This design comes from an exercise in tuning for a short achievable clock period and few clock cycles on the open sky130 flow, not from production work. At most, simulation tests tie the RTL to the original design; equivalence was not proved. Power and IR drop assume default switching activity.

==> job 632 <==
==> flow/design.v (excerpt) <==
module perf_top (
  input  logic                        clk,
  input  logic                        rst_n,
  input  logic                        reg_we,
  input  logic [4-1:0] reg_addr,
  input  logic [32-1:0]      reg_wdata,
  output logic [32-1:0]      reg_rdata,
  output logic [20-1:0]     m_aw_addr,
  output logic [4-1:0]       m_aw_id,
  output logic [7:0]                  m_aw_len,
  output logic [2:0]                  m_aw_size,
  output logic [1:0]                  m_aw_burst,
  output logic                        aw_valid,
  input  logic                        aw_ready,
  output logic [16-1:0]     m_w_data,
  output logic [(16 / 8)-1:0]     m_w_strb,
  output logic                        m_w_last,
  output logic                        w_valid,
  input  logic                        w_ready,
  input  logic [4-1:0]       m_b_id,
  input  logic [1:0]                  m_b_resp,
  input  logic                        b_valid,
  output logic                        b_ready
);
==> module perf_wr_arbiter, before the edit <==
module perf_wr_arbiter #(
  parameter int DEPTH = 8
) (
  input  logic                      clk,
  input  logic                      rst_n,
  input  logic [1:0]                g_aw_elig,
  input  logic [2*20-1:0] g_aw_addr,
  input  logic [2*(4-1)-1:0] g_aw_idx,
  input  logic [15:0]               g_len,
  input  logic [1:0]                g_len0,
  output logic [1:0]                g_aw_take,
  input  logic [2*16-1:0] g_w_addr,
  output logic [1:0]                g_w_take,
  output logic [1:0]                g_b_take,
  output logic [20-1:0]   m_aw_addr,
  output logic [4-1:0]     m_aw_id,
  output logic [7:0]                m_aw_len,
  output logic [2:0]                m_aw_size,
  output logic [1:0]                m_aw_burst,
  output logic                      aw_valid,
  input  logic                      aw_ready,
  output logic [16-1:0]   m_w_data,
  output logic [(16 / 8)-1:0]   m_w_strb,
  output logic                      m_w_last,
  output logic                      w_valid,
  input  logic                      w_ready,
  input  logic [4-1:0]     m_b_id,
  input  logic                      b_valid,
  output logic                      b_ready
);
  localparam int GID_W = 4 - 1;
  localparam int PW    = $clog2(DEPTH);
  logic          last_pick;
  logic          pick;
  logic          any;
  logic          room;
  logic          aw_load;
  logic          do_aw;
  logic          push;
  logic [DEPTH-1:0] fifo;
  logic [PW-1:0] wptr;
  logic [PW-1:0] rptr;
  logic [PW:0]   fcnt;
  logic          have;
  logic          wg;
  logic          w_load;
  logic          mid;
  logic          do_w;
  logic [7:0]    w_cnt;
  assign m_aw_size  = 3'd1;
  assign m_aw_burst = 2'b01;
  assign m_w_strb   = '1;
  assign b_ready    = 1'b1;
  assign any     = |g_aw_elig;
  assign pick    = (&g_aw_elig) ? !last_pick : g_aw_elig[1];
  assign room    = (fcnt < (PW+1)'(DEPTH-1));
  assign aw_load = !aw_valid || aw_ready;
  assign do_aw   = aw_load && any && room;
  assign push    = aw_valid && aw_ready;
  always_ff @(posedge clk) begin
    if (!rst_n) begin
      aw_valid  <= 1'b0;
      last_pick <= 1'b0;
    end else if (aw_load) begin
      aw_valid <= any && room;
      if (do_aw) begin
        last_pick <= pick;
      end
    end
  end
  always_ff @(posedge clk) begin
    if (do_aw) begin
      m_aw_addr <= g_aw_addr[pick*20 +: 20];
      m_aw_id   <= {pick, g_aw_idx[pick*GID_W +: GID_W]};
      m_aw_len  <= g_len[pick*8 +: 8];
    end
  end
  assign have = (fcnt != '0) || push;
  assign wg   = (fcnt != '0) ? fifo[rptr] : m_aw_id[4-1];
  always_ff @(posedge clk) begin
    if (!rst_n) begin
      wptr <= '0;
      rptr <= '0;
      fcnt <= '0;
    end else begin
      if (push) wptr <= wptr + 1'b1;
      if (do_w) rptr <= rptr + 1'b1;
      fcnt <= fcnt + (PW+1)'(push) - (PW+1)'(do_w);
    end
  end
  always_ff @(posedge clk) begin
    if (push) fifo[wptr] <= m_aw_id[4-1];
  end
  assign w_load = !w_valid || w_ready;
  assign mid    = w_valid && !m_w_last;
  assign do_w   = w_load && !mid && have;
  always_ff @(posedge clk) begin
    if (!rst_n) begin
      w_valid <= 1'b0;
    end else if (w_load) begin
      w_valid <= mid || have;
    end
  end
  always_ff @(posedge clk) begin
    if (w_load) begin
      if (mid) begin
        m_w_data <= m_w_data + 1'b1;
        w_cnt    <= w_cnt - 8'd1;
        m_w_last <= (w_cnt == 8'd1);
      end else if (have) begin
        m_w_data <= g_w_addr[wg*16 +: 16];
        w_cnt    <= g_len[wg*8 +: 8];
        m_w_last <= g_len0[wg];
      end
    end
  end
  always_comb begin
    for (int i = 0; i < 2; i++) begin
      g_aw_take[i] = do_aw && (pick == 1'(i));
      g_w_take[i]  = do_w && (wg == 1'(i));
      g_b_take[i]  = b_valid && (m_b_id[4-1] == 1'(i));
    end
  end
endmodule
==> flow/config.mk <==
export PLATFORM = sky130hd
export DESIGN_NAME = perf_top
export DESIGN_NICKNAME = perf_top
export VERILOG_FILES = /design/flow/design.v
export SDC_FILE = /design/flow/constraint.sdc
export NUM_CORES = 4
export LEC_CHECK = 0
export CAP_MARGIN = 20
export CORE_MARGIN = 2
export CORE_UTILIZATION = 40
export SLEW_MARGIN = 20
==> flow/constraint.sdc <==
create_clock -name core_clock -period 5.5 [get_ports {clk}]
set_input_delay 1.1000 -clock core_clock [delete_from_list [all_inputs] [get_ports {clk}]]
set_output_delay 1.1000 -clock core_clock [all_outputs]
set_load 0.01 [all_outputs]
run.sh (not shown) runs the stock make flow with config.mk's settings and CLKGATE_MAP_FILE= SYNTH_SCRIPT=/design/flow/synth_recipe.tcl, a recipe that flattens the netlist after the stock synthesis.
==> inputs of job 5625, as changes to job 632 <==
--- a/flow/design.v
+++ b/flow/design.v
@@ -233,2 +233,5 @@
   logic [7:0]    w_cnt;
+  logic          w_vr;
+  logic          need_aw;
+  logic          w_fire;
   assign m_aw_size  = 3'd1;
@@ -239,3 +242,3 @@
   assign pick    = (&g_aw_elig) ? !last_pick : g_aw_elig[1];
-  assign room    = (fcnt < (PW+1)'(DEPTH-1));
+  assign room    = (fcnt < (PW+1)'(DEPTH));
   assign aw_load = !aw_valid || aw_ready;
@@ -261,4 +264,4 @@
   end
-  assign have = (fcnt != '0) || push;
-  assign wg   = (fcnt != '0) ? fifo[rptr] : m_aw_id[4-1];
+  assign have = (fcnt != '0) || do_aw;
+  assign wg   = (fcnt != '0) ? fifo[rptr] : pick;
   always_ff @(posedge clk) begin
@@ -269,5 +272,5 @@
     end else begin
-      if (push) wptr <= wptr + 1'b1;
+      if (do_aw) wptr <= wptr + 1'b1;
       if (do_w) rptr <= rptr + 1'b1;
-      fcnt <= fcnt + (PW+1)'(push) - (PW+1)'(do_w);
+      fcnt <= fcnt + (PW+1)'(do_aw) - (PW+1)'(do_w);
     end
@@ -275,12 +278,22 @@
   always_ff @(posedge clk) begin
-    if (push) fifo[wptr] <= m_aw_id[4-1];
+    if (do_aw) fifo[wptr] <= pick;
   end
-  assign w_load = !w_valid || w_ready;
-  assign mid    = w_valid && !m_w_last;
-  assign do_w   = w_load && !mid && have;
+  assign w_valid = w_vr && (!need_aw || aw_ready);
+  assign w_fire  = w_valid && w_ready;
+  assign w_load  = !w_vr || w_fire;
+  assign mid     = w_vr && !m_w_last;
+  assign do_w    = w_load && !mid && have;
   always_ff @(posedge clk) begin
     if (!rst_n) begin
-      w_valid <= 1'b0;
-    end else if (w_load) begin
-      w_valid <= mid || have;
+      w_vr    <= 1'b0;
+      need_aw <= 1'b0;
+    end else begin
+      if (w_load) begin
+        w_vr <= mid || have;
+      end
+      if (do_w) begin
+        need_aw <= (fcnt == '0) || ((fcnt == (PW+1)'(1)) && aw_valid && !aw_ready);
+      end else if (push) begin
+        need_aw <= 1'b0;
+      end
     end
Settings changed: ABC_CLOCK_PERIOD_IN_PS from default to 3000, SETUP_SLACK_MARGIN from default to 2.5.
==> run summary <==
Register-to-register slack: job 632 is lower than job 5625 (240 ps). Utilization: job 5625 is higher than job 632 (1.9 points). Of job 632 and job 5625, job 5625 has the higher combinational power (gap about 10%, measured against job 5625). Against job 632, the total power of job 5625 is larger by about 0.9%. Between job 5625 and job 632, the lower via count is in job 632 (gap 0.38%, measured against job 632). Between job 632 and job 5625, the lower non-clock buffer count is in job 632 (gap 53). Between job 5625 and job 632, the lower first-iteration DRC count is in job 5625 (gap about 1%, measured against job 632). Of job 5625 and job 632, job 5625 has the higher sequential power (gap about 0.9%, measured against job 632). Clock-buffer cell count: job 632 is lower than job 5625 (9). Between job 632 and job 5625, the lower worst setup slack is in job 632 (gap 1200 ps). Between job 632 and job 5625, the lower die area is in job 5625 (gap about 0.9%, measured against job 5625).
==> figures <==
Area of combinational cells with multiple inputs: job 632 0.0141 mm²; job 5625 0.0145 mm²
Number of detailed-route iterations in the first pass: job 632 5; job 5625 6
XOR/XNOR share of the synthesized area: job 632 7.24%; job 5625 7.89%
Share of the final layout cell area in sequential cells: job 632 41.6%; job 5625 40.2%
Post-layout worst setup margin: job 632 588 ps; job 5625 1810 ps
Crit path depth: job 632 8; job 5625 10
Clock buf count: job 632 81; job 5625 90
Power Dens Cells: job 632 314 mW/mm²; job 5625 306 mW/mm²
Clock network fraction of total power: job 632 42.6%; job 5625 41.2%
Design internal power: job 632 7.61 mW; job 5625 7.62 mW
Mapped Avg Cell Area: job 632 9.29 µm²; job 5625 9.39 µm²
Final total power: job 632 10.3 mW; job 5625 10.4 mW
Worst-case reg-to-reg path depth: job 632 9; job 5625 7
Post-route clock period utilization: job 632 89.3%; job 5625 67.2%
Bufs w/o clock: job 632 149; job 5625 202
Outcome: job 632 finished clean; job 5625 finished clean
Via count of the first global-routing pass: job 632 22.6k; job 5625 22.5k
Number of multi-input combinational cells in the layout: job 632 2303; job 5625 2253
Antenna diode count: job 632 2; job 5625 1
Post-Route WL: job 632 84800 µm; job 5625 87200 µm
Register area share after synthesis: job 632 47.8%; job 5625 48.3%
Hold EP: job 632 gen_wr[1].u_gen.stride_q[5]; job 5625 gen_wr[1].u_gen.stride_q[11]
FF+latch count: job 632 548; job 5625 549
Testbench counts of job 632, summed over its fixed seeds: cycles 39,203.
No functional check of the RTL was part of job 5625.


==> 08-16 <==
perf_top, a different RTL version from the one above (not shown whole).
clock: 5.5 ns
lec_check: 0
abc_clock_period_in_ps: 3000
cap_margin: 20
core_margin: 2
core_utilization: 50
setup_slack_margin: 4.0
slew_margin: 20
synth_hierarchical: 1
synth_minimum_keep_size: 0
io_constraints: /design/flow/flow/io.tcl
standard.sh (not shown) runs the stock make flow with config.mk's settings and CLKGATE_MAP_FILE= SYNTH_SCRIPT=/design/flow/synth_recipe.tcl, a recipe that flattens the netlist after the stock synthesis.
==> flow/flow/run.sh <==
#!/bin/bash
# Standard ORFS layout, with the register-port pins (reg_addr, reg_rdata)
# kept together on the left edge of the die so that the combinational read
# path from reg_addr to reg_rdata stays short.
set -e
echo "export IO_CONSTRAINTS = $PWD/flow/io.tcl" >> config.mk
bash standard.sh > standard.log 2>&1
==> flow/flow/io.tcl <==
set_io_pin_constraint -region left:* -pin_names {reg_rdata[0] reg_rdata[1] reg_rdata[2] reg_rdata[3] reg_rdata[4] reg_rdata[5] reg_rdata[6] reg_rdata[7] reg_rdata[8] reg_rdata[9] reg_rdata[10] reg_rdata[11] reg_rdata[12] reg_rdata[13] reg_rdata[14] reg_rdata[15] reg_addr[0] reg_addr[1] reg_addr[2] reg_addr[3] reg_rdata[16] reg_rdata[17] reg_rdata[18] reg_rdata[19] reg_rdata[20] reg_rdata[21] reg_rdata[22] reg_rdata[23] reg_rdata[24] reg_rdata[25] reg_rdata[26] reg_rdata[27] reg_rdata[28] reg_rdata[29] reg_rdata[30] reg_rdata[31]}
set_io_pin_constraint -group -order -pin_names {reg_rdata[0] reg_rdata[1] reg_rdata[2] reg_rdata[3] reg_rdata[4] reg_rdata[5] reg_rdata[6] reg_rdata[7] reg_rdata[8] reg_rdata[9] reg_rdata[10] reg_rdata[11] reg_rdata[12] reg_rdata[13] reg_rdata[14] reg_rdata[15] reg_addr[0] reg_addr[1] reg_addr[2] reg_addr[3] reg_rdata[16] reg_rdata[17] reg_rdata[18] reg_rdata[19] reg_rdata[20] reg_rdata[21] reg_rdata[22] reg_rdata[23] reg_rdata[24] reg_rdata[25] reg_rdata[26] reg_rdata[27] reg_rdata[28] reg_rdata[29] reg_rdata[30] reg_rdata[31]}
==> inputs of 05-22, as changes to 08-16 <==
--- a/flow/design.v
+++ b/flow/design.v
@@ -37,12 +37,16 @@
   output logic [15:0]                 cfg_beats,
   output logic [2*20-1:0]   cfg_stride,
   output logic [31:0]                 cfg_num
 );
   logic                    state;
   logic                    cfg_sel;
+  logic [20-1:0] rd_base;
+  logic [7:0]              rd_beats;
+  logic [20-1:0] rd_stride;
+  logic [15:0]             rd_num;
   assign cfg_sel = reg_addr[2];
   assign running = (state == perf_pkg::CTRL_RUNNING);
   always_ff @(posedge clk) begin
     if (!rst_n) begin
       state <= perf_pkg::CTRL_IDLE;
       start <= '0;
@@ -78,67 +82,36 @@
         2'd1: cfg_beats[cfg_sel*8 +: 8] <= reg_wdata[7:0];
         2'd2: cfg_stride[cfg_sel*20 +: 20] <= reg_wdata[20-1:0];
         default: cfg_num[cfg_sel*16 +: 16] <= reg_wdata[15:0];
       endcase
     end
   end
-  logic [16*32-1:0] src;
+  assign rd_base   = cfg_base[cfg_sel*20 +: 20];
+  assign rd_beats  = cfg_beats[cfg_sel*8 +: 8];
+  assign rd_stride = cfg_stride[cfg_sel*20 +: 20];
+  assign rd_num    = cfg_num[cfg_sel*16 +: 16];
   always_comb begin
-    src = '0;
-    for (int b = 0; b < 32; b++) begin
-      src[16*b + perf_pkg::REG_IDLE]        = (b == 0) ? !running : 1'b0;
-      src[16*b + perf_pkg::REG_AW_COUNT]    = aw_count[b];
-      src[16*b + perf_pkg::REG_W_COUNT]     = w_count[b];
-      src[16*b + perf_pkg::REG_B_COUNT]     = b_count[b];
-      src[16*b + perf_pkg::REG_BUSY_CYCLES] = busy_cycles[b];
-      if (b < 20) begin
-        src[16*b + perf_pkg::REG_G0_BASE]   = cfg_base[b];
-        src[16*b + perf_pkg::REG_G1_BASE]   = cfg_base[20 + b];
-        src[16*b + perf_pkg::REG_G0_STRIDE] = cfg_stride[b];
-        src[16*b + perf_pkg::REG_G1_STRIDE] = cfg_stride[20 + b];
-      end
-      if (b < 8) begin
-        src[16*b + perf_pkg::REG_G0_BEATS]  = cfg_beats[b];
-        src[16*b + perf_pkg::REG_G1_BEATS]  = cfg_beats[8 + b];
-      end
-      if (b < 16) begin
-        src[16*b + perf_pkg::REG_G0_NUM]    = cfg_num[b];
-        src[16*b + perf_pkg::REG_G1_NUM]    = cfg_num[16 + b];
-      end
-    end
-  end
-  for (genvar b = 0; b < 32; b++) begin : gen_rd
-    perf_rd_bit #(
-      .MASK({(b < 16) ? 1'b1 : 1'b0, (b < 20) ? 1'b1 : 1'b0, (b < 8) ? 1'b1 : 1'b0,
-             (b < 20) ? 1'b1 : 1'b0,
-             (b < 16) ? 1'b1 : 1'b0, (b < 20) ? 1'b1 : 1'b0, (b < 8) ? 1'b1 : 1'b0,
-             (b < 20) ? 1'b1 : 1'b0,
-             1'b0, 4'b1111, 1'b0, (b == 0) ? 1'b1 : 1'b0, 1'b0}),
-      .ONE(16'((b == 4) ? (1 << perf_pkg::REG_DATA_WIDTH) : 0))
-    ) u_bit (
-      .addr(reg_addr),
-      .src(src[16*b +: 16]),
-      .rdata(reg_rdata[b])
-    );
-  end
-endmodule
-module perf_rd_bit #(
-  parameter logic [15:0] MASK = '1,
-  parameter logic [15:0] ONE  = '0
-) (
-  input  logic [4-1:0] addr,
-  input  logic [15:0]                 src,
-  output logic                        rdata
-);
-  logic [15:0] dec;
-  always_comb begin
-    for (int i = 0; i < 16; i++) begin
-      dec[i] = (addr == 4'(i));
-    end
+    reg_rdata = '0;
+    case (reg_addr)
+      perf_pkg::REG_IDLE:        reg_rdata = 32'(!running);
+      perf_pkg::REG_AW_COUNT:    reg_rdata = aw_count;
+      perf_pkg::REG_W_COUNT:     reg_rdata = w_count;
+      perf_pkg::REG_B_COUNT:     reg_rdata = b_count;
+      perf_pkg::REG_BUSY_CYCLES: reg_rdata = busy_cycles;
+      perf_pkg::REG_DATA_WIDTH:  reg_rdata = 32'(16);
+      perf_pkg::REG_G0_BASE, perf_pkg::REG_G1_BASE:
+        reg_rdata = 32'(rd_base);
+      perf_pkg::REG_G0_BEATS, perf_pkg::REG_G1_BEATS:
+        reg_rdata = 32'(rd_beats);
+      perf_pkg::REG_G0_STRIDE, perf_pkg::REG_G1_STRIDE:
+        reg_rdata = 32'(rd_stride);
+      perf_pkg::REG_G0_NUM, perf_pkg::REG_G1_NUM:
+        reg_rdata = 32'(rd_num);
+      default: reg_rdata = '0;
+    endcase
   end
-  assign rdata = |(dec & ((src & MASK) | ONE));
 endmodule
 module perf_wr_gen (
   input  logic                    clk,
   input  logic                    rst_n,
   input  logic                    start,
   input  logic [20-1:0] cfg_base,
@@ -207,13 +180,13 @@
         b_one <= (b_rem == 16'd2);
       end
     end
   end
 endmodule
 module perf_wr_arbiter #(
-  parameter int DEPTH = 2
+  parameter int DEPTH = 8
 ) (
   input  logic                      clk,
   input  logic                      rst_n,
   input  logic [1:0]                g_aw_elig,
   input  logic [2*20-1:0] g_aw_addr,
   input  logic [2*(4-1)-1:0] g_aw_idx,
@@ -246,15 +219,15 @@
   logic          any;
   logic          room;
   logic          aw_load;
   logic          do_aw;
   logic          push;
   logic [DEPTH-1:0] fifo;
+  logic [PW-1:0] wptr;
+  logic [PW-1:0] rptr;
   logic [PW:0]   fcnt;
-  logic          fnz;
-  logic [PW:0]   fcnt_nx;
   logic          have;
   logic          wg;
   logic          w_load;
   logic          mid;
   logic          do_w;
   logic [7:0]    w_cnt;
@@ -286,36 +259,27 @@
     if (do_aw) begin
       m_aw_addr <= g_aw_addr[pick*20 +: 20];
       m_aw_id   <= {pick, g_aw_idx[pick*GID_W +: GID_W]};
       m_aw_len  <= g_len[pick*8 +: 8];
     end
   end
-  assign have    = fnz || do_aw;
-  assign wg      = fnz ? fifo[0] : pick;
-  assign fcnt_nx = fcnt + (PW+1)'(do_aw) - (PW+1)'(do_w);
+  assign have = (fcnt != '0) || do_aw;
+  assign wg   = (fcnt != '0) ? fifo[rptr] : pick;
   always_ff @(posedge clk) begin
     if (!rst_n) begin
+      wptr <= '0;
+      rptr <= '0;
       fcnt <= '0;
-      fnz  <= 1'b0;
     end else begin
-      fcnt <= fcnt_nx;
-      fnz  <= (fcnt_nx != '0);
+      if (do_aw) wptr <= wptr + 1'b1;
+      if (do_w) rptr <= rptr + 1'b1;
+      fcnt <= fcnt + (PW+1)'(do_aw) - (PW+1)'(do_w);
     end
   end
   always_ff @(posedge clk) begin
-    for (int i = 0; i < DEPTH; i++) begin
-      if (do_w) begin
-        if (do_aw && (fcnt == (PW+1)'(i + 1))) begin
-          fifo[i] <= pick;
-        end else if (i < DEPTH - 1) begin
-          fifo[i] <= fifo[(i + 1) % DEPTH];
-        end
-      end else if (do_aw && (fcnt == (PW+1)'(i))) begin
-        fifo[i] <= pick;
-      end
-    end
+    if (do_aw) fifo[wptr] <= pick;
   end
   assign w_valid = w_vr && (!need_aw || aw_ready);
   assign w_fire  = w_valid && w_ready;
   assign w_load  = !w_vr || w_fire;
   assign mid     = w_vr && !m_w_last;
   assign do_w    = w_load && !mid && have;
==> flow/run.sh (new file) <==
#!/bin/bash
# synth_recipe.tcl (not shown) runs the flow's synth.tcl, then flattens the netlist and writes it again
# the make line also repeats each setting of config.mk as NAME=value (left out here)
make -C /OpenROAD-flow-scripts/flow DESIGN_CONFIG=/design/flow/config.mk WORK_HOME=/design/flow/orfs CLKGATE_MAP_FILE= SYNTH_SCRIPT=/design/flow/synth_recipe.tcl finish
- ABC_CLOCK_PERIOD_IN_PS: 3000 -> unset
- CORE_UTILIZATION: 50 -> 40
- IO_CONSTRAINTS: /design/flow/flow/io.tcl -> unset
- SETUP_SLACK_MARGIN: 4.0 -> 2.2
- SYNTH_HIERARCHICAL: 1 -> unset
- SYNTH_MINIMUM_KEEP_SIZE: 0 -> unset
removed: flow/flow/run.sh
removed: flow/flow/io.tcl
removed: flow/standard.sh
==> summary of the runs <==
- Sequential power: 05-22 is higher than 08-16 (about 5.4%).
- Of 05-22 and 08-16, 08-16 has the higher total power (gap about 8%, measured against 08-16).
- Combinational power: 08-16 is higher than 05-22 (61%).
- Of 05-22 and 08-16, 08-16 has the higher setup slack (gap 0.31 ns).
- In 05-22 the first-iteration DRC count is smaller than in 08-16, by about 46%.
- Against 08-16, the synthesized area of 05-22 is lower by 9.2%.
- Of 08-16 and 05-22, 08-16 has the higher via count (gap 33%, measured against 05-22).
- In 05-22 the clock power is smaller than in 08-16, by 7.7%.
- Between 08-16 and 05-22, the lower non-clock buffer count is in 05-22 (gap 531).
- In 08-16 the worst hold slack is higher than in 05-22, by 0.0013 ns.
No run of this note included a check of the RTL's function; only the layout flow was run.

## separate check: timing with driven ports
How much do the figures lean on ideal ports? The routed layouts below were timed once more, with nothing changed but the port constraints.
Step 1: set_driving_cell puts a clkbuf_16 on clk and a buf_2 on each other input, an assumption about the parent block.
Step 2, shift: input delay + t, output delay - t, t = (earliest + latest rising clock arrival at the registers) / 2. This alone moves slack from input paths to output paths.
a / b / c = ideal ports / drivers / drivers and shift; a / b = the first two.
run | shift t [ns] | slack for setup (ns) | worst setup path after step 2 | cell pins on the clock port's net
job 632 | 0.696 | 0.588 / 0.553 / 0.553 | input to output | 1
job 5625 | 0.664 | 1.806 / 1.689 / 1.689 | input to output | 1
08-16 | 0.726 | 1.984 / 1.364 / 1.364 | input to output | 1
05-22 | 0.697 | 1.677 / 1.617 / 1.617 | input to output | 1
After both steps every run listed still meets setup and hold. For 08-16, which loses most, drivers alone change the setup slack by -0.620 ns; drivers and shift together by -0.620 ns.
